This is an optimization exercise on Yosys and OpenROAD, whose aim is small area and few clock cycles per item, not a production implementation.
No functional check of the RTL was part of any run shown here.

$ cat flow/design.v
`timescale 1ns / 1ps
package d2d_pkg;
  localparam int unsigned RAW_W   = 16;
  localparam int unsigned D80_W   = 20;
  localparam int unsigned OFS_W   = 20;
  localparam int unsigned BIAS_W  = 21;
  localparam int unsigned DEN_W   = 21;    
  localparam int unsigned Y_W     = 35;    
  localparam int unsigned NP_W    = 33;    
  localparam int unsigned XS_W    = 53;    
  localparam int unsigned RW      = 23;    
  localparam int unsigned QT_W    = 21;    
  localparam int unsigned CDATA_W = 32;
  localparam logic [15:0] DISP_HIGH_MAX = 16'd950;
endpackage
`timescale 1ns / 1ps
module d2d_add #(
  parameter int unsigned W = 8,
  parameter int unsigned L = W     
) (
  input  logic [W-1:0] a,
  input  logic [W-1:0] b,
  input  logic         ci,
  output logic [W-1:0] s,
  output logic         co
);
  logic [L:0]   c;
  logic [L-1:0] sl;
  always_comb begin
    c[0] = ci;
    for (int i = 0; i < L; i++) begin
      sl[i]  = a[i] ^ b[i] ^ c[i];
      c[i+1] = (a[i] & b[i]) | (a[i] & c[i]) | (b[i] & c[i]);
    end
  end
  if (L < W) begin : g_sel
    localparam int unsigned H = W - L;
    logic [H:0]   c0, c1;
    logic [H-1:0] s0, s1;
    always_comb begin
      c0[0] = 1'b0;
      c1[0] = 1'b1;
      for (int i = 0; i < H; i++) begin
        s0[i]   = a[L+i] ^ b[L+i] ^ c0[i];
        c0[i+1] = (a[L+i] & b[L+i]) | (a[L+i] & c0[i]) | (b[L+i] & c0[i]);
        s1[i]   = a[L+i] ^ b[L+i] ^ c1[i];
        c1[i+1] = (a[L+i] & b[L+i]) | (a[L+i] & c1[i]) | (b[L+i] & c1[i]);
      end
    end
    assign s  = {c[L] ? s1 : s0, sl};
    assign co       = c[L] ? c1[H] : c0[H];
  end else begin : g_rip
    assign s  = sl;
    assign co = c[L];
  end
endmodule
`timescale 1ns / 1ps
module d2d_cfg_regs (
  input  logic                        clk,
  input  logic                        rst_n,
  input  logic                        cfg_valid,
  output logic                        cfg_ready,
  input  logic [2:0]                  cfg_index,
  input  logic [d2d_pkg::CDATA_W-1:0] cfg_data,
  output logic                        disp_fmt,
  output logic                        big,         
  output logic [d2d_pkg::OFS_W-1:0]   drv_ofs,
  output logic [d2d_pkg::BIAS_W-1:0]  bias,
  output logic                        ign_zero,
  output logic                        depth_fmt,
  output logic [d2d_pkg::Y_W-1:0]     fb5,         
  output logic [d2d_pkg::NP_W-1:0]    nmm,         
  output logic                        lim_sat,     
  output logic                        lim_any,     
  output logic [d2d_pkg::QT_W-1:0]    lim_q,       
  output logic                        lim_nz,      
  output logic                        busy
);
  logic [31:0]               md_r;
  logic [d2d_pkg::Y_W-1:0]   fb5_r;
  logic [d2d_pkg::NP_W-1:0]  nmm_r;
  logic                      wr;
  logic [d2d_pkg::Y_W-1:0]   fb5_w;
  logic                      fb5_co;
  d2d_add #(.W(33), .L(17)) u_fb5 (
    .a  ({1'b0, cfg_data}),
    .b  ({3'b000, cfg_data[31:2]}),
    .ci (1'b0),
    .s  (fb5_w[34:2]),
    .co (fb5_co)
  );
  assign fb5_w[1:0] = cfg_data[1:0];
  assign cfg_ready = 1'b1;
  assign wr        = cfg_valid;
  always_ff @(posedge clk) begin
    if (!rst_n) begin
      disp_fmt  <= 1'b0;
      big       <= 1'b0;
      drv_ofs   <= '0;
      bias      <= '0;
      fb5_r     <= '0;
      md_r      <= 32'hFFFF_FFFF;
      ign_zero  <= 1'b0;
      depth_fmt <= 1'b0;
    end else if (wr) begin
      case (cfg_index)
        3'd0: disp_fmt  <= cfg_data[0];
        3'd1: big       <= cfg_data[15:0] > d2d_pkg::DISP_HIGH_MAX;
        3'd2: drv_ofs   <= cfg_data[d2d_pkg::OFS_W-1:0];
        3'd3: bias      <= cfg_data[d2d_pkg::BIAS_W-1:0];
        3'd4: fb5_r     <= fb5_w;
        3'd5: md_r      <= cfg_data;
        3'd6: ign_zero  <= cfg_data[0];
        default: depth_fmt <= cfg_data[0];
      endcase
    end
  end
  logic [41:0] za, zb, zc, zs, zk, zsum;
  logic [21:0] zcy;
  logic [42:21] zchi;
  logic        zc21_r;
  assign za = {fb5_r, 7'd0};
  assign zb = ~{6'd0, fb5_r, 1'b0};
  assign zc = ~{7'd0, fb5_r};
  always_comb begin
    for (int i = 0; i < 42; i++) begin
      zs[i] = za[i] ^ zb[i] ^ zc[i];
      if (i == 0) zk[i] = 1'b1;
      else        zk[i] = (za[i-1] & zb[i-1]) | (za[i-1] & zc[i-1]) | (zb[i-1] & zc[i-1]);
    end
    zcy[0] = 1'b1;
    for (int i = 0; i < 21; i++) begin
      zsum[i]  = zs[i] ^ zk[i] ^ zcy[i];
      zcy[i+1] = (zs[i] & zk[i]) | (zs[i] & zcy[i]) | (zk[i] & zcy[i]);
    end
    zchi[21] = zc21_r;
    for (int i = 21; i < 42; i++) begin
      zsum[i]   = zs[i] ^ zk[i] ^ zchi[i];
      zchi[i+1] = (zs[i] & zk[i]) | (zs[i] & zchi[i]) | (zk[i] & zchi[i]);
    end
  end
  always_ff @(posedge clk) begin
    zc21_r <= zcy[21];
    nmm_r  <= zsum[41:9];
  end
  assign fb5 = fb5_r;
  assign nmm = nmm_r;
  logic [31:0] rem_r;
  logic [21:0] qd_r;
  logic        any_r;
  logic [4:0]  cnt_r;
  logic        busy_r;
  logic [32:0] r2;
  logic [32:0] diff;
  logic        ge;
  assign r2   = {rem_r, qd_r[21]};
  logic        dco;
  d2d_add #(.W(33), .L(16)) u_sub (
    .a  (r2),
    .b  (~{1'b0, md_r}),
    .ci (1'b1),
    .s  (diff),
    .co (dco)
  );
  assign ge = dco;
  always_ff @(posedge clk) begin
    if (!rst_n) begin
      busy_r <= 1'b0;
      cnt_r  <= '0;
      rem_r  <= '0;
      qd_r   <= '0;
      any_r  <= 1'b1;
    end else if (wr && (cfg_index == 3'd4 || cfg_index == 3'd5)) begin
      busy_r <= 1'b1;
      cnt_r  <= '0;
    end else if (busy_r) begin
      cnt_r <= cnt_r + 5'd1;
      if (cnt_r == 5'd0) begin
        rem_r <= {15'd0, fb5_r[34:18]};
        qd_r  <= {fb5_r[17:0], 4'b0000};
        any_r <= fb5_r == '0;
      end else begin
        rem_r <= ge ? diff[31:0] : r2[31:0];
        qd_r  <= {qd_r[20:0], ge};
        if (cnt_r == 5'd22) busy_r <= 1'b0;
      end
    end
  end
  assign lim_sat = qd_r[21];
  assign lim_any = any_r;
  assign lim_q   = qd_r[20:0];
  assign lim_nz  = rem_r != '0;
  assign busy    = busy_r;
endmodule
`timescale 1ns / 1ps
module d2d_front (
  input  logic                        clk,
  input  logic                        rst_n,
  input  logic                        ce,
  input  logic                        disp_fmt,
  input  logic                        big,
  input  logic [d2d_pkg::OFS_W-1:0]   drv_ofs,
  input  logic [d2d_pkg::BIAS_W-1:0]  bias,
  input  logic                        ign_zero,
  input  logic                        depth_fmt,
  input  logic [d2d_pkg::Y_W-1:0]     fb5,
  input  logic [d2d_pkg::NP_W-1:0]    nmm,
  input  logic                        lim_sat,
  input  logic                        lim_any,
  input  logic [d2d_pkg::QT_W-1:0]    lim_q,
  input  logic                        lim_nz,
  input  logic                        in_valid,
  input  logic [d2d_pkg::RAW_W-1:0]   in_raw,
  output logic                        n_v,
  output logic                        n_ok,
  output logic                        n_ovf,
  output logic [20:0]                 n_dv,
  output logic [18:0]                 n_r0,
  output logic [33:0]                 n_xp
);
  logic [15:0]               m;
  logic [18:0]               m5;
  logic                      m5_co;
  logic [d2d_pkg::D80_W-1:0] d80;
  logic                      v0_r;
  logic [d2d_pkg::D80_W-1:0] d80_r;
  assign m = disp_fmt ? in_raw : {8'd0, in_raw[7:0]};
  d2d_add #(.W(17), .L(9)) u_m5 (
    .a  ({1'b0, m}),
    .b  ({3'b000, m[15:2]}),
    .ci (1'b0),
    .s  (m5[18:2]),
    .co (m5_co)
  );
  assign m5[1:0] = m[1:0];
  always_comb begin
    unique case ({disp_fmt, big})
      2'b00:   d80 = {m5[15:0], 4'd0};             
      2'b01:   d80 = {9'd0, m[7:0], 3'd0};        
      2'b10:   d80 = {1'b0, m5, 1'b0};           
      default: d80 = {4'd0, m};                  
    endcase
  end
  always_ff @(posedge clk) begin
    if (!rst_n)  v0_r <= 1'b0;
    else if (ce) v0_r <= in_valid;
  end
  always_ff @(posedge clk) begin
    if (ce) d80_r <= d80;
  end
  logic        ge;
  logic [19:0] gsum;
  logic [21:0] ta, tb, tk, tsum;
  logic        t_co;
  logic [21:0] den_nxt;
  d2d_add #(.W(20), .L(10)) u_ge (
    .a  (d80_r),
    .b  (~drv_ofs),
    .ci (1'b0),
    .s  (gsum),
    .co (ge)
  );
  assign ta = {2'b00, d80_r};
  assign tb = ~{2'b00, drv_ofs};
  always_comb begin
    tk[0] = 1'b1;
    for (int i = 0; i < 22; i++) begin
      tsum[i] = ta[i] ^ tb[i] ^ bias_x[i];
      if (i < 21) tk[i+1] = (ta[i] & tb[i]) | (ta[i] & bias_x[i]) | (tb[i] & bias_x[i]);
    end
  end
  logic [21:0] bias_x;
  logic [21:0] dsum;
  assign bias_x = {bias[20], bias};
  d2d_add #(.W(22), .L(11)) u_den (
    .a  (tsum),
    .b  (tk),
    .ci (1'b0),
    .s  (dsum),
    .co (t_co)
  );
  assign den_nxt = ge ? dsum : bias_x;
  logic [20:0]      den;
  logic             pos;
  logic             lim_ok;
  logic [48:0]      x;
  logic [5:0][20:0] t;
  logic [4:0]       sh;
  assign den    = den_nxt[20:0];
  assign pos    = !den_nxt[21] && (den != '0);
  assign lim_ok = lim_any || (!lim_sat && ({den, 1'b1} > {lim_q, lim_nz}));
  assign x      = depth_fmt ? {10'd0, fb5, 4'd0} : {nmm, 16'd0};
  assign t[0] = den;
  for (genvar l = 0; l < 5; l++) begin : g_lz
    localparam int unsigned SH = 16 >> l;
    assign sh[4-l] = t[l][20 -: SH] == '0;
    assign t[l+1]  = sh[4-l] ? {t[l][20-SH:0], {SH{1'b0}}} : t[l];
  end
  logic        v1_r;
  logic        ok1_r;
  logic        ovf1_r;
  logic [19:0] dv1_r;
  logic [4:0]  sh1_r;
  always_ff @(posedge clk) begin
    if (!rst_n)  v1_r <= 1'b0;
    else if (ce) v1_r <= v0_r;
  end
  always_ff @(posedge clk) begin
    if (ce) begin
      ok1_r  <= pos && !(ign_zero && !ge) && lim_ok;
      ovf1_r <= x[48:32] >= {4'd0, den};
      dv1_r  <= t[5][19:0];
      sh1_r  <= sh;
    end
  end
  logic [5:0][52:0] xs;
  assign xs[0] = {4'd0, x};
  for (genvar l = 0; l < 5; l++) begin : g_xs
    localparam int unsigned SH = 16 >> l;
    assign xs[l+1] = sh1_r[4-l] ? {xs[l][52-SH:0], {SH{1'b0}}} : xs[l];
  end
  assign n_v   = v1_r;
  assign n_ok  = ok1_r;
  assign n_ovf = ovf1_r;
  assign n_dv  = {1'b1, dv1_r};    
  assign n_r0  = xs[5][52:34];
  assign n_xp  = xs[5][33:0];
endmodule
`timescale 1ns / 1ps
module d2d_srt_step (
  input  logic [21:0] ws,       
  input  logic [21:1] wc,       
  input  logic [20:0] dv,       
  input  logic [1:0]  b,        
  output logic [21:0] ws_n,
  output logic [21:1] wc_n,
  output logic [1:0]  qp,       
  output logic [1:0]  qn        
);
  logic [7:0]  est;
  logic signed [7:0] m2, m1, m0, mm1;
  logic        p2, p1, n1, n2, pos, nz, two;
  logic [21:0] a, c, op, mg;
  assign mg = two ? {dv, 1'b0} : {1'b0, dv};
  assign est = ws[21:14] + wc[21:14];
  always_comb begin
    unique case (dv[19:17])
      3'd0:    begin m2 = 8'sd24; m1 = 8'sd7;  m0 = -8'sd9;  mm1 = -8'sd26; end
      3'd1:    begin m2 = 8'sd27; m1 = 8'sd8;  m0 = -8'sd10; mm1 = -8'sd29; end
      3'd2:    begin m2 = 8'sd31; m1 = 8'sd10; m0 = -8'sd11; mm1 = -8'sd32; end
      3'd3:    begin m2 = 8'sd33; m1 = 8'sd10; m0 = -8'sd12; mm1 = -8'sd35; end
      3'd4:    begin m2 = 8'sd36; m1 = 8'sd11; m0 = -8'sd13; mm1 = -8'sd38; end
      3'd5:    begin m2 = 8'sd40; m1 = 8'sd13; m0 = -8'sd14; mm1 = -8'sd41; end
      3'd6:    begin m2 = 8'sd42; m1 = 8'sd13; m0 = -8'sd15; mm1 = -8'sd44; end
      default: begin m2 = 8'sd45; m1 = 8'sd14; m0 = -8'sd16; mm1 = -8'sd47; end
    endcase
  end
  logic ge2, ge1, ge0, gem1;
  assign ge2  = $signed(est) >= m2;
  assign ge1  = $signed(est) >= m1;
  assign ge0  = $signed(est) >= m0;
  assign gem1 = $signed(est) >= mm1;
  assign p2  = ge2;
  assign p1  = ge1 && !ge2;
  assign n1  = gem1 && !ge0;
  assign n2  = !gem1;
  assign pos = ge1;
  assign nz  = ge1 || !ge0;
  assign two = ge2 || !gem1;
  assign qp  = {p2, p1};
  assign qn  = {n2, n1};
  always_comb begin
    a[0] = b[0];
    a[1] = b[1];
    c[0] = pos;
    c[1] = 1'b0;
    c[2] = 1'b0;
    for (int i = 2; i < 22; i++) a[i] = ws[i-2];
    for (int i = 3; i < 22; i++) c[i] = wc[i-2];
    for (int i = 0; i < 22; i++) op[i] = nz & (mg[i] ^ pos);
  end
  always_comb begin
    for (int i = 0; i < 22; i++) begin
      ws_n[i] = a[i] ^ c[i] ^ op[i];
      if (i < 21) wc_n[i+1] = (a[i] & c[i]) | (op[i] & a[i]) | (op[i] & c[i]);
    end
  end
endmodule
module d2d_srt_steps #(
  parameter int unsigned K = 5
) (
  input  logic [21:0] ws_in,
  input  logic [21:1] wc_in,
  input  logic [20:0] dv,
  input  logic [33:0] xp_in,    
  input  logic [33:0] qn_in,    
  output logic [21:0] ws_o,
  output logic [21:1] wc_o,
  output logic [33:0] xp_o,
  output logic [33:0] qn_o
);
  logic [K:0][22:0] ws;
  logic [K:0][22:1] wc;
  logic [K:0][33:0] xp;
  logic [K:0][33:0] qn;
  assign ws[0] = ws_in;
  assign wc[0] = wc_in;
  assign xp[0] = xp_in;
  assign qn[0] = qn_in;
  for (genvar g = 0; g < K; g++) begin : g_it
    logic [1:0] p, n;
    d2d_srt_step u_step (
      .ws   (ws[g]),
      .wc   (wc[g]),
      .dv   (dv),
      .b    (xp[g][33:32]),
      .ws_n (ws[g+1]),
      .wc_n (wc[g+1]),
      .qp   (p),
      .qn   (n)
    );
    assign xp[g+1] = {xp[g][31:0], p};
    assign qn[g+1] = {qn[g][31:0], n};
  end
  assign ws_o = ws[K];
  assign wc_o = wc[K];
  assign xp_o = xp[K];
  assign qn_o = qn[K];
endmodule
module d2d_srt_stage #(
  parameter int unsigned J0 = 0,
  parameter int unsigned K  = 5
) (
  input  logic             clk,
  input  logic             rst_n,
  input  logic             ce,
  input  logic             v_in,
  input  logic             ok_in,
  input  logic             ovf_in,
  input  logic [21:0]      ws_in,
  input  logic [21:1]      wc_in,
  input  logic [20:0]      dv_in,
  input  logic [33:0]      xp_in,
  input  logic [33:0]      qn_in,    
  output logic             v_r,
  output logic             ok_r,
  output logic             ovf_r,
  output logic [21:0]      ws_r,
  output logic [21:1]      wc_r,
  output logic [20:0]      dv_r,
  output logic [33:0]      xp_r,
  output logic [33:0]      qn_r      
);
  localparam int unsigned J1 = 2 * (J0 + K);    
  logic [21:0] ws_o;
  logic [21:1] wc_o;
  logic [33:0] xp_o;
  logic [33:0] qn_o;
  logic [J1-1:0] qn_q;
  logic [19:0]   dv_q;
  assign dv_r = {1'b1, dv_q};
  d2d_srt_steps #(.K(K)) u_steps (
    .ws_in (ws_in),
    .wc_in (wc_in),
    .dv    (dv_in),
    .xp_in (xp_in),
    .qn_in (qn_in),
    .ws_o  (ws_o),
    .wc_o  (wc_o),
    .xp_o  (xp_o),
    .qn_o  (qn_o)
  );
  if (J1 < 34) begin : g_qz
    assign qn_r = {{(34-J1){1'b0}}, qn_q};
  end else begin : g_qf
    assign qn_r = qn_q;
  end
  always_ff @(posedge clk) begin
    if (!rst_n)  v_r <= 1'b0;
    else if (ce) v_r <= v_in;
  end
  always_ff @(posedge clk) begin
    if (ce) begin
      ok_r  <= ok_in;
      ovf_r <= ovf_in;
      ws_r  <= ws_o;
      wc_r  <= wc_o;
      dv_q  <= dv_in[19:0];
      xp_r  <= xp_o;
      qn_q  <= qn_o[J1-1:0];
    end
  end
endmodule
`timescale 1ns / 1ps
module d2d_out #(
  parameter int unsigned K = 3
) (
  input  logic         clk,
  input  logic         rst_n,
  input  logic         ce,
  input  logic         depth_fmt,
  input  logic         up_v,
  input  logic         up_ok,
  input  logic         up_ovf,
  input  logic [21:0]  up_ws,
  input  logic [21:1]  up_wc,
  input  logic [20:0]  up_dv,
  input  logic [33:0]  up_xp,
  input  logic [33:0]  up_qn,
  output logic         out_tvalid,
  output logic [31:0]  out_tdata,
  output logic         out_tuser
);
  logic [21:0] ws;
  logic [21:1] wc;
  logic [33:0] qp;
  logic [33:0] qn;
  logic [21:0] r;
  logic [31:0] q;
  logic [31:0] val;
  d2d_srt_steps #(.K(K)) u_steps (
    .ws_in (up_ws),
    .wc_in (up_wc),
    .dv    (up_dv),
    .xp_in (up_xp),
    .qn_in (up_qn),
    .ws_o  (ws),
    .wc_o  (wc),
    .xp_o  (qp),
    .qn_o  (qn)
  );
  localparam int unsigned KB = 2 * K;       
  localparam int unsigned JH = 32 - KB;     
  logic [JH-1:0] sh, shm;
  logic [KB:0]   e;
  localparam int unsigned JL = JH / 2;
  logic [JH-1:0] pa, nb;
  logic [JL:0]   c0, c1;
  logic [JH:JL]  h0, h1;
  logic [JH-1:0] s0, s1;
  assign pa = up_xp[JH-1:0];
  assign nb = ~up_qn[JH-1:0];
  always_comb begin
    c0[0] = 1'b0;
    c1[0] = 1'b1;
    for (int i = 0; i < JL; i++) begin
      s0[i]   = pa[i] ^ nb[i] ^ c0[i];
      c0[i+1] = (pa[i] & nb[i]) | (pa[i] & c0[i]) | (nb[i] & c0[i]);
      s1[i]   = pa[i] ^ nb[i] ^ c1[i];
      c1[i+1] = (pa[i] & nb[i]) | (pa[i] & c1[i]) | (nb[i] & c1[i]);
    end
    h0[JL] = 1'b0;
    h1[JL] = 1'b1;
    for (int i = JL; i < JH; i++) begin
      s0[i]   = pa[i] ^ nb[i] ^ h0[i];
      h0[i+1] = (pa[i] & nb[i]) | (pa[i] & h0[i]) | (nb[i] & h0[i]);
      s1[i]   = pa[i] ^ nb[i] ^ h1[i];
      h1[i+1] = (pa[i] & nb[i]) | (pa[i] & h1[i]) | (nb[i] & h1[i]);
    end
  end
  assign sh  = {c1[JL] ? s1[JH-1:JL] : s0[JH-1:JL], s1[JL-1:0]};
  assign shm = {c0[JL] ? s1[JH-1:JL] : s0[JH-1:JL], s0[JL-1:0]};
  assign r   = ws + {wc, 1'b0};
  assign e   = {1'b0, qp[KB-1:0]} - {1'b0, qn[KB-1:0]} - {{KB{1'b0}}, r[21]};
  assign q   = {e[KB] ? shm : sh, e[KB-1:0]};
  always_comb begin
    if (!up_ok)         val = '0;
    else if (depth_fmt) val = q;
    else if (up_ovf)    val = 32'h0000_FFFF;
    else                val = {16'd0, q[31:16]};
  end
  logic o_v_r;
  logic [31:0] o_val_r;
  logic o_ok_r;
  always_ff @(posedge clk) begin
    if (!rst_n)  o_v_r <= 1'b0;
    else if (ce) o_v_r <= up_v;
  end
  always_ff @(posedge clk) begin
    if (ce) begin
      o_val_r <= val;
      o_ok_r  <= up_ok;
    end
  end
  assign out_tvalid = o_v_r;
  assign out_tdata  = o_val_r;
  assign out_tuser  = o_ok_r;
endmodule
`timescale 1ns / 1ps
module disparity_to_depth_pixel_core (
  input  logic                         clk,
  input  logic                         rst_n,
  input  logic                         in_tvalid,
  output logic                         in_tready,
  input  logic [15:0]                  in_tdata,    
  output logic                         out_tvalid,
  input  logic                         out_tready,
  output logic [31:0]                  out_tdata,   
  output logic                         out_tuser,   
  input  logic                         cfg_valid,
  output logic                         cfg_ready,
  input  logic [2:0]                   cfg_index,
  input  logic [31:0]                  cfg_data
);
  localparam int unsigned K0 = 2;
  localparam int unsigned KM = 3;
  localparam int unsigned NM = 4;
  localparam int unsigned KL = 17 - K0 - KM * NM;
  logic                        disp_fmt, big, ign_zero, depth_fmt;
  logic [d2d_pkg::OFS_W-1:0]   drv_ofs;
  logic [d2d_pkg::BIAS_W-1:0]  bias;
  logic [d2d_pkg::Y_W-1:0]     fb5;
  logic [d2d_pkg::NP_W-1:0]    nmm;
  logic                        lim_sat, lim_any, lim_nz, busy;
  logic [d2d_pkg::QT_W-1:0]    lim_q;
  logic                        ce;
  assign ce        = !out_tvalid || out_tready;
  assign in_tready = ce && !busy;
  d2d_cfg_regs u_cfg (
    .clk       (clk),
    .rst_n     (rst_n),
    .cfg_valid (cfg_valid),
    .cfg_ready (cfg_ready),
    .cfg_index (cfg_index),
    .cfg_data  (cfg_data),
    .disp_fmt  (disp_fmt),
    .big       (big),
    .drv_ofs   (drv_ofs),
    .bias      (bias),
    .ign_zero  (ign_zero),
    .depth_fmt (depth_fmt),
    .fb5       (fb5),
    .nmm       (nmm),
    .lim_sat   (lim_sat),
    .lim_any   (lim_any),
    .lim_q     (lim_q),
    .lim_nz    (lim_nz),
    .busy      (busy)
  );
  logic        n_v, n_ok, n_ovf;
  logic [20:0] n_dv;
  logic [18:0] n_r0;
  logic [33:0] n_xp;
  d2d_front u_front (
    .clk       (clk),
    .rst_n     (rst_n),
    .ce        (ce),
    .disp_fmt  (disp_fmt),
    .big       (big),
    .drv_ofs   (drv_ofs),
    .bias      (bias),
    .ign_zero  (ign_zero),
    .depth_fmt (depth_fmt),
    .fb5       (fb5),
    .nmm       (nmm),
    .lim_sat   (lim_sat),
    .lim_any   (lim_any),
    .lim_q     (lim_q),
    .lim_nz    (lim_nz),
    .in_valid  (in_tvalid && in_tready),
    .in_raw    (in_tdata),
    .n_v       (n_v),
    .n_ok      (n_ok),
    .n_ovf     (n_ovf),
    .n_dv      (n_dv),
    .n_r0      (n_r0),
    .n_xp      (n_xp)
  );
  logic [NM+1:0]        s_v, s_ok, s_ovf;
  logic [NM+1:0][21:0]  s_ws;
  logic [NM+1:0][21:1]  s_wc;
  logic [NM+1:0][20:0]  s_dv;
  logic [NM+1:0][33:0]  s_xp, s_qn;
  assign s_v[0]   = n_v;
  assign s_ok[0]  = n_ok;
  assign s_ovf[0] = n_ovf;
  assign s_ws[0]  = {3'b000, n_r0};
  assign s_wc[0]  = '0;
  assign s_dv[0]  = n_dv;
  assign s_xp[0]  = n_xp;
  assign s_qn[0]  = '0;
  for (genvar g = 0; g <= NM; g++) begin : g_stage
    d2d_srt_stage #(
      .J0 (g == 0 ? 0 : K0 + KM * (g - 1)),
      .K  (g == 0 ? K0 : KM)
    ) u_stage (
      .clk    (clk),
      .rst_n  (rst_n),
      .ce     (ce),
      .v_in   (s_v[g]),
      .ok_in  (s_ok[g]),
      .ovf_in (s_ovf[g]),
      .ws_in  (s_ws[g]),
      .wc_in  (s_wc[g]),
      .dv_in  (s_dv[g]),
      .xp_in  (s_xp[g]),
      .qn_in  (s_qn[g]),
      .v_r    (s_v[g+1]),
      .ok_r   (s_ok[g+1]),
      .ovf_r  (s_ovf[g+1]),
      .ws_r   (s_ws[g+1]),
      .wc_r   (s_wc[g+1]),
      .dv_r   (s_dv[g+1]),
      .xp_r   (s_xp[g+1]),
      .qn_r   (s_qn[g+1])
    );
  end
  d2d_out #(.K(KL)) u_out (
    .clk        (clk),
    .rst_n      (rst_n),
    .ce         (ce),
    .depth_fmt  (depth_fmt),
    .up_v       (s_v[NM+1]),
    .up_ok      (s_ok[NM+1]),
    .up_ovf     (s_ovf[NM+1]),
    .up_ws      (s_ws[NM+1]),
    .up_wc      (s_wc[NM+1]),
    .up_dv      (s_dv[NM+1]),
    .up_xp      (s_xp[NM+1]),
    .up_qn      (s_qn[NM+1]),
    .out_tvalid (out_tvalid),
    .out_tdata  (out_tdata),
    .out_tuser  (out_tuser)
  );
endmodule
$ cat flow/run.sh
#!/bin/bash
# synth_recipe.tcl (not shown) runs the flow's synth.tcl, then flattens the netlist and writes it again
# the make line also repeats each setting of config.mk as NAME=value (left out here)
make -C /OpenROAD-flow-scripts/flow DESIGN_CONFIG=/design/flow/config.mk WORK_HOME=/design/flow/orfs CLKGATE_MAP_FILE= SYNTH_SCRIPT=/design/flow/synth_recipe.tcl finish
$ cat flow/config.mk
export PLATFORM = sky130hd
export DESIGN_NAME = disparity_to_depth_pixel_core
export DESIGN_NICKNAME = disparity_to_depth_pixel_core
export VERILOG_FILES = /design/flow/design.v
export SDC_FILE = /design/flow/constraint.sdc
export NUM_CORES = 4
export LEC_CHECK = 0
export CAP_MARGIN = 20
export CORE_MARGIN = 2
export CORE_UTILIZATION = 40
export SLEW_MARGIN = 20
$ cat flow/constraint.sdc
create_clock -name core_clock -period 12.0 [get_ports {clk}]
set_input_delay 2.4000 -clock core_clock [delete_from_list [all_inputs] [get_ports {clk}]]
set_output_delay 2.4000 -clock core_clock [all_outputs]
set_load 0.01 [all_outputs]
==> results_dict.tcl, run 1 <==
set metrics [dict create \
    hpwl_um 132000 \
    rows 151 \
    fin_ws_ns -3.84 \
    stdcell_count 9117 \
    async_flop_share_pct 0 \
    die_area_um2 174000 \
    synth_top_flop_cell "edfxtp_1" \
    synth_area_leaders "edfxtp_1, fa_1, ha_1" \
    clk_pin_slew_worst_paths_ns 0.07 \
    dieHeight_um 417 \
    htreeDepth 3 \
    post-route-period-util_pct 132 \
    ys_ff_latch 830 \
    yosysSeqAreaShare_pct 33.4 \
    cp-start-kind "flip-flop" \
    synth.largest_area_cell "edfxtp_1" \
    fillers 15756 \
    avgSynthCellArea_um2 10.4 \
    placed_cells 8894 \
    so.violations "setup timing" \
    clockBufferDepth 3 \
    hp-class "flip-flop to flip-flop" \
    initial_utilization_pct 40.3 \
    num_antenna_cells 0 \
    hold_viol_final 0 \
    ioPinCount 92 \
    cts_sinks 830 \
    cts_root_buf "clkbuf_16" \
    nets 7978 \
    drc 0 \
    drv_slew 0 \
    rsz0062_at_grt "true" \
    synth_warnings 34 \
    cp.required_ns 12.42 \
    viasPerCell 5.16 \
    syn2layout_area_growth_pct 14.1 \
    min_period_ns 15.84 \
    clk_latency_ns 0.72 \
    grt_usage_pct 19.1 \
    dr.pass1.iters 6 \
    post_synth_num_cell_types 109 \
    skew_ns 0.0293 \
    r2r-end "u_out.o_val_r[11]" \
    antenna_found_initial 3 \
    synth_edf_count 615 \
    drive_gt1_share_pct 12.0 \
    cp_max_fo 5 \
    arrival_ns 16.26 \
    die_w_um 417 \
    final_common_cell "inv_1" \
    grt_max_degree 188 \
    critPathSlowestCell "fa_2" \
    crit-reg2reg-launch "g_stage[4].u_stage.wc_r[14]" \
    syn_nets 7725 \
    yosysTopAreaCellShare_pct 27.1 \
    wire_per_inst_um 18.3 \
    cts_buffers 93 \
    gp_congestion 0.894 \
    finalWirelength_um 167000 \
    max_slew_margin_pct 26.2 \
    crit_type "flip-flop to flip-flop" \
    grt_pass1_vias 47400 \
    synth_cells 6567 \
    netlist_area_um2 68100 \
    port_buffers 90 \
    tightest_slew_ns 1.08 \
    maxCapViolCount 0 \
    cts_tree "built" \
    drt_iter0_drc 2724 \
    grt_pass1_wl_um 267000 \
    fmax_mhz 63.1 \
    min_to "g_stage[2].u_stage.xp_r[29]" \
    status "complete, but fails checks" \
    route.vias.total 47068 \
    dpl_worst_slack_ns -4.06 \
    hold_start "g_stage[1].u_stage.xp_r[23]" \
    setup-violations-final 32 \
    cpPeakStageDelay_ns 0.65 \
    antenna_left 0 \
    reg2reg_depth 81 \
    fp.coreArea_um2 169000 \
    layout.cells.most_common_list "inv_1, mux2i_1, ha_1" \
    min_path_cells 0 \
    cp-end-kind "flip-flop" \
    grt_overflow 0 \
    r2r_slack_ns -3.84 \
]
-- cells in the mapped netlist, types with 24 or more instances --
cell / number
a211oi_1: 36
a21boi_0: 80
a21o_1: 144
a21oi_1: 291
and2_1: 35
and3_1: 31
buf_1: 35
clkbuf_1: 227
dfxtp_1: 215
edfxtp_1: 615
fa_1: 471
ha_1: 631
inv_1: 832
mux2_2: 68
mux2i_1: 672
nand2_1: 539
nand2b_1: 139
nand3_1: 65
nand4_1: 27
nor2_1: 281
nor2b_1: 97
nor3_1: 60
o211a_1: 24
o211ai_1: 44
o21a_1: 27
o21ai_0: 290
o21bai_1: 47
xnor2_1: 129
xor2_1: 78
-- critical path: cells and delay by family, from the launching register on --
family / cells / cell delay (ns)
AOI/OAI and AO/OA: 33 / 5.37
xor gates and xnor gates: 2 / 0.30
adders and majority gates: 17 / 5.77
buffers and inverters: 7 / 0.71
DFF: 1 / 0.41
muxes: 6 / 1.18
and+or+nand+nor: 16 / 1.79
-- repair_timing --
action	CTS	global route
pin swaps	20	58
hold endpoints to repair	0	0
hold buffers	0	0
resized for setup	40	108
setup endpoints to repair	32	231
setup buffers	17	32
gates cloned	0	1
-- area by class of cell --
type	instances	area [µm²]	area share, %
Sequential cell	830	22800	29.3
Clock buffer	114	2480	3.19
Multi-Input combinational cell	4608	42200	54.2
Inverter	841	3180	4.09
Clock inverter	60	654	0.841
Tap cell	2218	2780	3.57
Timing Repair Buffer	446	3730	4.79
-- per-layer routing --
layer,GRT usage (%),wire [µm],vias up
met2,32.4,79700,760
met4,4.72,4190,2
li1,-,-,23176
met5,0,14,-
met1,25.9,77700,22895
met3,2.22,5270,235
-- state kept, by name (all words and copies together), names as in the netlist, 21 cells and up --
name,cells
g_stage.u_stage.qn_q,70
u_cfg.nmm_r,33
u_cfg.rem_r,32
u_cfg.qd_r,22
u_cfg.md_r,32
u_out.o_val_r,32
g_stage.u_stage.ws_r,110
g_stage.u_stage.wc_r,105
u_cfg.fb5_r,35
u_cfg.bias,21
g_stage.u_stage.dv_q,100
g_stage.u_stage.xp_r,140
-- through the flow --
stage          hold slack [ns]  instance area [µm²]  setup TNS, ns  util, %
2_1_floorplan            0.400                68500         -95.63        -
3_3_place_gp             0.400                73500        -118.54     43.4
3_5_place_dp             0.405                73500        -124.02     43.4
4_1_cts                  0.403                76900        -117.12     45.4
5_1_grt                  0.412                77800        -142.16     45.9
6_report                 0.404                77800        -116.57     45.9
-- cells by family (layout without fill, tap and decap cells) --
family	count (synthesis)	after routing	share of synthesized area, %
fa+ha+maj	1111	1111	25.6
other cells	1	1	0.00550
xor+xnor	208	208	2.68
compound gates	1168	1168	11.1
mux	756	756	11.5
buf+inv	1129	1461	6.33
simple gates	1364	1364	9.42
flops	830	830	33.4
-- worst max-delay path by stage --
stage	start	end	slack (ns)	cells after the start
CTS	g_stage[4].u_stage.ws_r[14]	u_out.o_val_r[4]	-3.82	79
global route	g_stage[4].u_stage.wc_r[14]	u_out.o_val_r[11]	-4.62	80
floorplan	g_stage[4].u_stage.wc_r[14]	u_out.o_val_r[4]	-3.18	85
detailed placement	g_stage[4].u_stage.ws_r[14]	u_out.o_val_r[10]	-4.06	76
global placement	g_stage[4].u_stage.ws_r[14]	u_out.o_val_r[9]	-3.87	79
finish	g_stage[4].u_stage.wc_r[14]	u_out.o_val_r[11]	-3.84	81
==> run 2: changes to the inputs <==
--- a/flow/design.v
+++ b/flow/design.v
@@ -93,26 +93,19 @@
   assign cfg_ready = 1'b1;
   assign wr        = cfg_valid;
+  logic [31:0] wd;
+  logic [7:0]  en;
+  assign wd = cfg_data & {32{rst_n}};
+  always_comb begin
+    for (int k = 0; k < 8; k++) en[k] = !rst_n || (wr && cfg_index == 3'(k));
+  end
   always_ff @(posedge clk) begin
-    if (!rst_n) begin
-      disp_fmt  <= 1'b0;
-      big       <= 1'b0;
-      drv_ofs   <= '0;
-      bias      <= '0;
-      fb5_r     <= '0;
-      md_r      <= 32'hFFFF_FFFF;
-      ign_zero  <= 1'b0;
-      depth_fmt <= 1'b0;
-    end else if (wr) begin
-      case (cfg_index)
-        3'd0: disp_fmt  <= cfg_data[0];
-        3'd1: big       <= cfg_data[15:0] > d2d_pkg::DISP_HIGH_MAX;
-        3'd2: drv_ofs   <= cfg_data[d2d_pkg::OFS_W-1:0];
-        3'd3: bias      <= cfg_data[d2d_pkg::BIAS_W-1:0];
-        3'd4: fb5_r     <= fb5_w;
-        3'd5: md_r      <= cfg_data;
-        3'd6: ign_zero  <= cfg_data[0];
-        default: depth_fmt <= cfg_data[0];
-      endcase
-    end
+    if (en[0]) disp_fmt  <= wd[0];
+    if (en[1]) big       <= rst_n && (cfg_data[15:0] > d2d_pkg::DISP_HIGH_MAX);
+    if (en[2]) drv_ofs   <= wd[d2d_pkg::OFS_W-1:0];
+    if (en[3]) bias      <= wd[d2d_pkg::BIAS_W-1:0];
+    if (en[4]) fb5_r     <= fb5_w & {d2d_pkg::Y_W{rst_n}};
+    if (en[5]) md_r      <= cfg_data | {32{!rst_n}};
+    if (en[6]) ign_zero  <= wd[0];
+    if (en[7]) depth_fmt <= wd[0];
   end
   logic [41:0] za, zb, zc, zs, zk, zsum;
@@ -216,6 +209,6 @@
   output logic                        n_ovf,
   output logic [20:0]                 n_dv,
-  output logic [18:0]                 n_r0,
-  output logic [33:0]                 n_xp
+  output logic [20:0]                 n_r0,
+  output logic [31:0]                 n_xp
 );
   logic [15:0]               m;
@@ -324,107 +317,101 @@
   assign n_ovf = ovf1_r;
   assign n_dv  = {1'b1, dv1_r};    
-  assign n_r0  = xs[5][52:34];
-  assign n_xp  = xs[5][33:0];
+  assign n_r0  = xs[5][52:32];
+  assign n_xp  = xs[5][31:0];
 endmodule
 `timescale 1ns / 1ps
 module d2d_srt_step (
-  input  logic [21:0] ws,       
-  input  logic [21:1] wc,       
+  input  logic [18:0] ws,       
+  input  logic [18:1] wc,       
+  input  logic [3:0]  est,      
   input  logic [20:0] dv,       
-  input  logic [1:0]  b,        
-  output logic [21:0] ws_n,
-  output logic [21:1] wc_n,
-  output logic [1:0]  qp,       
-  output logic [1:0]  qn        
+  input  logic        b,        
+  output logic [18:0] ws_n,
+  output logic [18:1] wc_n,
+  output logic [3:0]  est_n,
+  output logic        qp,
+  output logic        qn
 );
-  logic [7:0]  est;
-  logic signed [7:0] m2, m1, m0, mm1;
-  logic        p2, p1, n1, n2, pos, nz, two;
-  logic [21:0] a, c, op, mg;
-  assign mg = two ? {dv, 1'b0} : {1'b0, dv};
-  assign est = ws[21:14] + wc[21:14];
+  logic [18:0] a;
+  logic [18:0] c;
+  logic [18:0] op;
+  assign qp = !est[3];
+  assign qn = est[3] && !(&est[2:0]);
   always_comb begin
-    unique case (dv[19:17])
-      3'd0:    begin m2 = 8'sd24; m1 = 8'sd7;  m0 = -8'sd9;  mm1 = -8'sd26; end
-      3'd1:    begin m2 = 8'sd27; m1 = 8'sd8;  m0 = -8'sd10; mm1 = -8'sd29; end
-      3'd2:    begin m2 = 8'sd31; m1 = 8'sd10; m0 = -8'sd11; mm1 = -8'sd32; end
-      3'd3:    begin m2 = 8'sd33; m1 = 8'sd10; m0 = -8'sd12; mm1 = -8'sd35; end
-      3'd4:    begin m2 = 8'sd36; m1 = 8'sd11; m0 = -8'sd13; mm1 = -8'sd38; end
-      3'd5:    begin m2 = 8'sd40; m1 = 8'sd13; m0 = -8'sd14; mm1 = -8'sd41; end
-      3'd6:    begin m2 = 8'sd42; m1 = 8'sd13; m0 = -8'sd15; mm1 = -8'sd44; end
-      default: begin m2 = 8'sd45; m1 = 8'sd14; m0 = -8'sd16; mm1 = -8'sd47; end
-    endcase
-  end
-  logic ge2, ge1, ge0, gem1;
-  assign ge2  = $signed(est) >= m2;
-  assign ge1  = $signed(est) >= m1;
-  assign ge0  = $signed(est) >= m0;
-  assign gem1 = $signed(est) >= mm1;
-  assign p2  = ge2;
-  assign p1  = ge1 && !ge2;
-  assign n1  = gem1 && !ge0;
-  assign n2  = !gem1;
-  assign pos = ge1;
-  assign nz  = ge1 || !ge0;
-  assign two = ge2 || !gem1;
-  assign qp  = {p2, p1};
-  assign qn  = {n2, n1};
-  always_comb begin
-    a[0] = b[0];
-    a[1] = b[1];
-    c[0] = pos;
+    a[0] = b;
+    c[0] = qp;
+    a[1] = ws[0];
     c[1] = 1'b0;
-    c[2] = 1'b0;
-    for (int i = 2; i < 22; i++) a[i] = ws[i-2];
-    for (int i = 3; i < 22; i++) c[i] = wc[i-2];
-    for (int i = 0; i < 22; i++) op[i] = nz & (mg[i] ^ pos);
+    for (int i = 2; i < 19; i++) begin
+      a[i] = ws[i-1];
+      c[i] = wc[i-1];
+    end
+    for (int i = 0; i < 19; i++) op[i] = dv[i] ? qn : qp;
   end
   always_comb begin
-    for (int i = 0; i < 22; i++) begin
+    for (int i = 0; i < 19; i++) begin
       ws_n[i] = a[i] ^ c[i] ^ op[i];
-      if (i < 21) wc_n[i+1] = (a[i] & c[i]) | (op[i] & a[i]) | (op[i] & c[i]);
+      if (i < 18) wc_n[i+1] = (a[i] & c[i]) | (op[i] & a[i]) | (op[i] & c[i]);
     end
   end
+  logic [3:0] e_a;
+  logic       cp, cz, cn;
+  logic [3:0] e_p, e_z, e_n;
+  assign e_a = {est[2:0], ws[18]};
+  assign cp  = (ws[17] & wc[17]) | (!dv[18] & (ws[17] | wc[17]));
+  assign cz  = ws[17] & wc[17];
+  assign cn  = (ws[17] & wc[17]) | (dv[18] & (ws[17] | wc[17]));
+  assign e_p = e_a + {3'b110, !dv[19]} + {3'b000, wc[18]} + {3'b000, cp};
+  assign e_z = e_a + {3'b000, wc[18]} + {3'b000, cz};
+  assign e_n = e_a + {3'b001, dv[19]} + {3'b000, wc[18]} + {3'b000, cn};
+  assign est_n = qp ? e_p : (qn ? e_n : e_z);
 endmodule
 module d2d_srt_steps #(
   parameter int unsigned K = 5
 ) (
-  input  logic [21:0] ws_in,
-  input  logic [21:1] wc_in,
+  input  logic [18:0] ws_in,
+  input  logic [18:1] wc_in,
+  input  logic [3:0]  est_in,
   input  logic [20:0] dv,
-  input  logic [33:0] xp_in,    
-  input  logic [33:0] qn_in,    
-  output logic [21:0] ws_o,
-  output logic [21:1] wc_o,
-  output logic [33:0] xp_o,
-  output logic [33:0] qn_o
+  input  logic [31:0] xp_in,    
+  input  logic [31:0] qn_in,    
+  output logic [18:0] ws_o,
+  output logic [18:1] wc_o,
+  output logic [3:0]  est_o,
+  output logic [31:0] xp_o,
+  output logic [31:0] qn_o
 );
-  logic [K:0][22:0] ws;
-  logic [K:0][22:1] wc;
-  logic [K:0][33:0] xp;
-  logic [K:0][33:0] qn;
-  assign ws[0] = ws_in;
-  assign wc[0] = wc_in;
-  assign xp[0] = xp_in;
-  assign qn[0] = qn_in;
+  logic [K:0][18:0] ws;
+  logic [K:0][18:1] wc;
+  logic [K:0][3:0]  est;
+  logic [K:0][31:0] xp;
+  logic [K:0][31:0] qn;
+  assign ws[0]  = ws_in;
+  assign wc[0]  = wc_in;
+  assign est[0] = est_in;
+  assign xp[0]  = xp_in;
+  assign qn[0]  = qn_in;
   for (genvar g = 0; g < K; g++) begin : g_it
-    logic [1:0] p, n;
+    logic p, n;
     d2d_srt_step u_step (
-      .ws   (ws[g]),
-      .wc   (wc[g]),
-      .dv   (dv),
-      .b    (xp[g][33:32]),
-      .ws_n (ws[g+1]),
-      .wc_n (wc[g+1]),
-      .qp   (p),
-      .qn   (n)
+      .ws    (ws[g]),
+      .wc    (wc[g]),
+      .est   (est[g]),
+      .dv    (dv),
+      .b     (xp[g][31]),
+      .ws_n  (ws[g+1]),
+      .wc_n  (wc[g+1]),
+      .est_n (est[g+1]),
+      .qp    (p),
+      .qn    (n)
     );
-    assign xp[g+1] = {xp[g][31:0], p};
-    assign qn[g+1] = {qn[g][31:0], n};
+    assign xp[g+1] = {xp[g][30:0], p};
+    assign qn[g+1] = {qn[g][30:0], n};
   end
-  assign ws_o = ws[K];
-  assign wc_o = wc[K];
-  assign xp_o = xp[K];
-  assign qn_o = qn[K];
+  assign ws_o  = ws[K];
+  assign wc_o  = wc[K];
+  assign est_o = est[K];
+  assign xp_o  = xp[K];
+  assign qn_o  = qn[K];
 endmodule
 module d2d_srt_stage #(
@@ -438,39 +425,44 @@
   input  logic             ok_in,
   input  logic             ovf_in,
-  input  logic [21:0]      ws_in,
-  input  logic [21:1]      wc_in,
+  input  logic [18:0]      ws_in,
+  input  logic [18:1]      wc_in,
+  input  logic [3:0]       est_in,
   input  logic [20:0]      dv_in,
-  input  logic [33:0]      xp_in,
-  input  logic [33:0]      qn_in,    
+  input  logic [31:0]      xp_in,
+  input  logic [31:0]      qn_in,    
   output logic             v_r,
   output logic             ok_r,
   output logic             ovf_r,
-  output logic [21:0]      ws_r,
-  output logic [21:1]      wc_r,
+  output logic [18:0]      ws_r,
+  output logic [18:1]      wc_r,
+  output logic [3:0]       est_r,
   output logic [20:0]      dv_r,
-  output logic [33:0]      xp_r,
-  output logic [33:0]      qn_r      
+  output logic [31:0]      xp_r,
+  output logic [31:0]      qn_r      
 );
-  localparam int unsigned J1 = 2 * (J0 + K);    
-  logic [21:0] ws_o;
-  logic [21:1] wc_o;
-  logic [33:0] xp_o;
-  logic [33:0] qn_o;
+  localparam int unsigned J1 = J0 + K;
+  logic [18:0]   ws_o;
+  logic [18:1]   wc_o;
+  logic [3:0]    est_o;
+  logic [31:0]   xp_o;
+  logic [31:0]   qn_o;
   logic [J1-1:0] qn_q;
   logic [19:0]   dv_q;
   assign dv_r = {1'b1, dv_q};
   d2d_srt_steps #(.K(K)) u_steps (
-    .ws_in (ws_in),
-    .wc_in (wc_in),
-    .dv    (dv_in),
-    .xp_in (xp_in),
-    .qn_in (qn_in),
-    .ws_o  (ws_o),
-    .wc_o  (wc_o),
-    .xp_o  (xp_o),
-    .qn_o  (qn_o)
+    .ws_in  (ws_in),
+    .wc_in  (wc_in),
+    .est_in (est_in),
+    .dv     (dv_in),
+    .xp_in  (xp_in),
+    .qn_in  (qn_in),
+    .ws_o   (ws_o),
+    .wc_o   (wc_o),
+    .est_o  (est_o),
+    .xp_o   (xp_o),
+    .qn_o   (qn_o)
   );
-  if (J1 < 34) begin : g_qz
-    assign qn_r = {{(34-J1){1'b0}}, qn_q};
+  if (J1 < 32) begin : g_qz
+    assign qn_r = {{(32-J1){1'b0}}, qn_q};
   end else begin : g_qf
     assign qn_r = qn_q;
@@ -486,4 +478,5 @@
       ws_r  <= ws_o;
       wc_r  <= wc_o;
+      est_r <= est_o;
       dv_q  <= dv_in[19:0];
       xp_r  <= xp_o;
@@ -503,18 +496,20 @@
   input  logic         up_ok,
   input  logic         up_ovf,
-  input  logic [21:0]  up_ws,
-  input  logic [21:1]  up_wc,
+  input  logic [18:0]  up_ws,
+  input  logic [18:1]  up_wc,
+  input  logic [3:0]   up_est,
   input  logic [20:0]  up_dv,
-  input  logic [33:0]  up_xp,
-  input  logic [33:0]  up_qn,
+  input  logic [31:0]  up_xp,
+  input  logic [31:0]  up_qn,
   output logic         out_tvalid,
   output logic [31:0]  out_tdata,
   output logic         out_tuser
 );
-  logic [21:0] ws;
-  logic [21:1] wc;
-  logic [33:0] qp;
-  logic [33:0] qn;
-  logic [21:0] r;
+  logic [18:0] ws;
+  logic [18:1] wc;
+  logic [3:0]  est;
+  logic [31:0] qp;
+  logic [31:0] qn;
+  logic [22:0] r;
   logic [31:0] q;
   logic [31:0] val;
@@ -522,4 +517,5 @@
     .ws_in (up_ws),
     .wc_in (up_wc),
+    .est_in (up_est),
     .dv    (up_dv),
     .xp_in (up_xp),
@@ -527,11 +523,11 @@
     .ws_o  (ws),
     .wc_o  (wc),
+    .est_o (est),
     .xp_o  (qp),
     .qn_o  (qn)
   );
-  localparam int unsigned KB = 2 * K;       
-  localparam int unsigned JH = 32 - KB;     
+  localparam int unsigned JH = 32 - K;
   logic [JH-1:0] sh, shm;
-  logic [KB:0]   e;
+  logic [K:0]    e;
   localparam int unsigned JL = JH / 2;
   logic [JH-1:0] pa, nb;
@@ -561,7 +557,7 @@
   assign sh  = {c1[JL] ? s1[JH-1:JL] : s0[JH-1:JL], s1[JL-1:0]};
   assign shm = {c0[JL] ? s1[JH-1:JL] : s0[JH-1:JL], s0[JL-1:0]};
-  assign r   = ws + {wc, 1'b0};
-  assign e   = {1'b0, qp[KB-1:0]} - {1'b0, qn[KB-1:0]} - {{KB{1'b0}}, r[21]};
-  assign q   = {e[KB] ? shm : sh, e[KB-1:0]};
+  assign r   = {est, ws} + {4'b0000, wc, 1'b0};
+  assign e   = {1'b0, qp[K-1:0]} - {1'b0, qn[K-1:0]} - {{K{1'b0}}, r[22]};
+  assign q   = {e[K] ? shm : sh, e[K-1:0]};
   always_comb begin
     if (!up_ok)         val = '0;
@@ -603,8 +599,8 @@
   input  logic [31:0]                  cfg_data
 );
-  localparam int unsigned K0 = 2;
-  localparam int unsigned KM = 3;
-  localparam int unsigned NM = 4;
-  localparam int unsigned KL = 17 - K0 - KM * NM;
+  localparam int unsigned K0 = 7;
+  localparam int unsigned KM = 9;
+  localparam int unsigned NM = 2;
+  localparam int unsigned KL = 32 - K0 - KM * NM;
   logic                        disp_fmt, big, ign_zero, depth_fmt;
   logic [d2d_pkg::OFS_W-1:0]   drv_ofs;
@@ -639,7 +635,6 @@
   );
   logic        n_v, n_ok, n_ovf;
-  logic [20:0] n_dv;
-  logic [18:0] n_r0;
-  logic [33:0] n_xp;
+  logic [20:0] n_dv, n_r0;
+  logic [31:0] n_xp;
   d2d_front u_front (
     .clk       (clk),
@@ -668,13 +663,15 @@
   );
   logic [NM+1:0]        s_v, s_ok, s_ovf;
-  logic [NM+1:0][21:0]  s_ws;
-  logic [NM+1:0][21:1]  s_wc;
+  logic [NM+1:0][18:0]  s_ws;
+  logic [NM+1:0][18:1]  s_wc;
+  logic [NM+1:0][3:0]   s_est;
   logic [NM+1:0][20:0]  s_dv;
-  logic [NM+1:0][33:0]  s_xp, s_qn;
+  logic [NM+1:0][31:0]  s_xp, s_qn;
   assign s_v[0]   = n_v;
   assign s_ok[0]  = n_ok;
   assign s_ovf[0] = n_ovf;
-  assign s_ws[0]  = {3'b000, n_r0};
+  assign s_ws[0]  = n_r0[18:0];
   assign s_wc[0]  = '0;
+  assign s_est[0] = {2'b00, n_r0[20:19]};
   assign s_dv[0]  = n_dv;
   assign s_xp[0]  = n_xp;
@@ -693,4 +690,5 @@
       .ws_in  (s_ws[g]),
       .wc_in  (s_wc[g]),
+      .est_in (s_est[g]),
       .dv_in  (s_dv[g]),
       .xp_in  (s_xp[g]),
@@ -701,4 +699,5 @@
       .ws_r   (s_ws[g+1]),
       .wc_r   (s_wc[g+1]),
+      .est_r  (s_est[g+1]),
       .dv_r   (s_dv[g+1]),
       .xp_r   (s_xp[g+1]),
@@ -716,4 +715,5 @@
     .up_ws      (s_ws[NM+1]),
     .up_wc      (s_wc[NM+1]),
+    .up_est     (s_est[NM+1]),
     .up_dv      (s_dv[NM+1]),
     .up_xp      (s_xp[NM+1]),
--- a/flow/config.mk
+++ b/flow/config.mk
@@ -9,3 +9,6 @@
 export CORE_MARGIN = 2
 export CORE_UTILIZATION = 40
+export CTS_BUF_LIST = sky130_fd_sc_hd__clkbuf_8
+export CTS_CLUSTER_DIAMETER = 80
+export CTS_CLUSTER_SIZE = 16
 export SLEW_MARGIN = 20
==> run 2 against run 1 <==
Against the previous run: the layout still fails its checks (setup timing); register-to-register slack better by 0.55 ns; hold slack worse by 0.0032 ns; critical path type unchanged; clock skew is 0.079 ns higher; critical path depth is 4 lower; sequential cell count is 222 lower; fmax is 3.6% higher; sequential share of layout area is 8.6 points lower.
==> results_dict.tcl, run 2 <==
set metrics [dict create \
    status "complete, but fails checks" \
    so.violations "setup timing" \
    die_w_um 413 \
    fmax_mhz 65.4 \
    dieHeight_um 413 \
    hold_viol_final 0 \
    synth_cells 6974 \
    setup-violations-final 163 \
    critPathSlowestCell "fa_1" \
    cp_max_fo 7 \
    stdcell_area_um2 83200 \
    grt_usage_pct 22.4 \
    dpl_worst_slack_ns -4.04 \
    skew_ns 0.108 \
    clockBufferDepth 3 \
    synth_top_flop_cell "edfxtp_1" \
    reg.largest.list "g_stage.u_stage.xp_r x81, g_stage.u_stage.dv_q x60, g_stage.u_stage.ws_r x57" \
    hpwl_um 153000 \
    grt_overflow 0 \
    final_common_cell "buf_4" \
    cts_buffers 54 \
    fillers 15162 \
    drc 0 \
    ys_ff_latch 608 \
    rsz0062_at_grt "true" \
    ioPinCount 92 \
    cp.required_ns 12.57 \
    synth.largest_area_cell "fa_1" \
    finalHoldWorstSlack_ns 0.400 \
    maxCapViolCount 0 \
    yosysTopAreaCellShare_pct 23.9 \
    tns_ns -314.26 \
    grt_pass1_wl_um 304000 \
    fp.coreArea_um2 167000 \
    antenna_left 0 \
    syn2layout_area_growth_pct 24.1 \
    antenna_found_initial 3 \
    route.vias.total 53045 \
    grt_pass1_vias 54852 \
    synth_edf_count 507 \
    largest_reg_flops 81 \
    gp_congestion 0.896 \
    largest_register "g_stage.u_stage.xp_r" \
    initial_utilization_pct 40.2 \
    multi_input_area_um2 48400 \
    hp-class "flip-flop to flip-flop" \
    htreeDepth 2 \
    cts_root_buf "clkbuf_8" \
    stdcell_count 10101 \
    drt_iter0_drc 3238 \
    tightest_slew_ns 1.06 \
    async_flop_share_pct 0 \
    dr.pass1.iters 6 \
    netlist_area_um2 67000 \
    clk_pin_slew_worst_paths_ns 0.10 \
    fin_ws_ns -3.29 \
    layout.cells.most_common_list "buf_4, inv_1, fa_1" \
    cp-end-kind "flip-flop" \
    utilization_pct 49.9 \
    cts_hold_buf 0 \
    syn_nets 8320 \
    cpPeakStageDelay_ns 0.54 \
    post-route-period-util_pct 127 \
    worst_path_most_repeated_cell "fa_1" \
    drv_slew 0 \
    viasPerCell 5.25 \
    max_slew_margin_pct 28.8 \
    min_period_ns 15.29 \
    grt_max_degree 143 \
    cts_tree "built" \
    cp-start-kind "flip-flop" \
    port_buffers 90 \
    synth_warnings 12 \
    synth_area_leaders "fa_1, edfxtp_1, ha_1" \
    yosysMostFrequentCell "inv_1" \
    arrival_ns 15.85 \
    placed_cells 9782 \
    clk_latency_ns 0.84 \
    seq_area_um2 17200 \
    placed_area_um2 77800 \
    drive_gt1_share_pct 26.8 \
    post_synth_num_cell_types 125 \
    finalWirelength_um 191000 \
    crit_type "flip-flop to flip-flop" \
    wire_per_inst_um 19.0 \
    cts_sinks 608 \
    avgSynthCellArea_um2 9.61 \
    synth_common_cells "inv_1, fa_1, nor2_1" \
    yosysSeqAreaShare_pct 25.7 \
    nets 9200 \
    r2r_slack_ns -3.29 \
    die_area_um2 171000 \
    rows 150 \
]
==> run 2: final timing paths <==
kind / startpoint / end / depth (start not counted)
worst max-delay path: g_stage[2].u_stage.est_r[0] / u_out.o_val_r[9] / 77
worst min-delay path: g_stage[1].u_stage.ovf_r / g_stage[2].u_stage.ovf_r / 0
worst max register to register: g_stage[2].u_stage.est_r[0] / u_out.o_val_r[9] / 77
worst min register to register: g_stage[1].u_stage.ovf_r / g_stage[2].u_stage.ovf_r / 0
==> run 2: logic make-up after synthesis <==
group                      count (synthesis)  share of synthesized area [%]
and+or+nand+nor                         1639                           11.0
AOI/OAI and AO/OA                       1547                           14.7
buffers and inverters                   1353                           7.69
adders and majority gates               1296                           33.1
DFF                                      608                           25.7
muxes                                    304                           4.85
xor gates and xnor gates                 226                           2.95
other                                      1                        0.00559
==> run 2: layout make-up <==
class | instances | area share, %
repair buffers | 1203 | 11.9
clock buffers | 56 | 0.926
flip-flops and latches | 608 | 20.7
multi-input cells | 5014 | 58.2
diodes | 3 | 0.00902
clock inverters | 40 | 0.475
inverters | 973 | 4.44
well taps | 2204 | 3.31
==> run 2: repair_timing <==
item,4_1_cts,5_1_grt
gates cloned,11,1
endpoints found under the setup margin,165,168
resized for setup,390,205
setup buffers,153,67
endpoints found under the hold margin,0,0
pin swaps,233,157
==> run 2: critical path: cells and delay by family (launching register included) <==
kind                       cells  cell delay, ns
AOI/OAI and AO/OA             23            3.11
xor gates and xnor gates       1            0.16
adders and majority gates     22            7.57
buffers and inverters         12            1.04
DFF                            1            0.44
muxes                          2            0.39
and+or+nand+nor               17            2.31
==> run 2: metal layers <==
| metal | wire, µm | vias to the layer above | track usage [%] | share of wire (%) |
|---|---|---|---|---|
| met1 | 81900 | 26374 | 28.9 | 43 |
| li1 | - | 25408 | - | - |
| met5 | 0 | - | 0 | 0 |
| met4 | 5690 | 0 | 6.28 | 3.0 |
| met2 | 97100 | 1003 | 40.0 | 51 |
| met3 | 6730 | 260 | 1.92 | 3.5 |

[re-timing with driven ports]
The results above use ideal ports. As a check the final layouts listed here were re-extracted and re-timed, cells and wires unchanged.
Step 1 assumes that a clkbuf_16 drives the clock port and a buf_2 every other input.
Step 2, shift: input delay + t, output delay - t, t = (earliest + latest rising clock arrival at the registers) / 2. This alone moves slack from input paths to output paths.
a / b / c = ideal / step 1 / step 2; a / b = the first two.
run	shift t [ns]	setup slack, ns	worst setup path after step 2
run 1	0.776	-3.842 / -3.842 / -3.842	register to register
run 2	0.856	-3.288 / -3.288 / -3.288	register to register
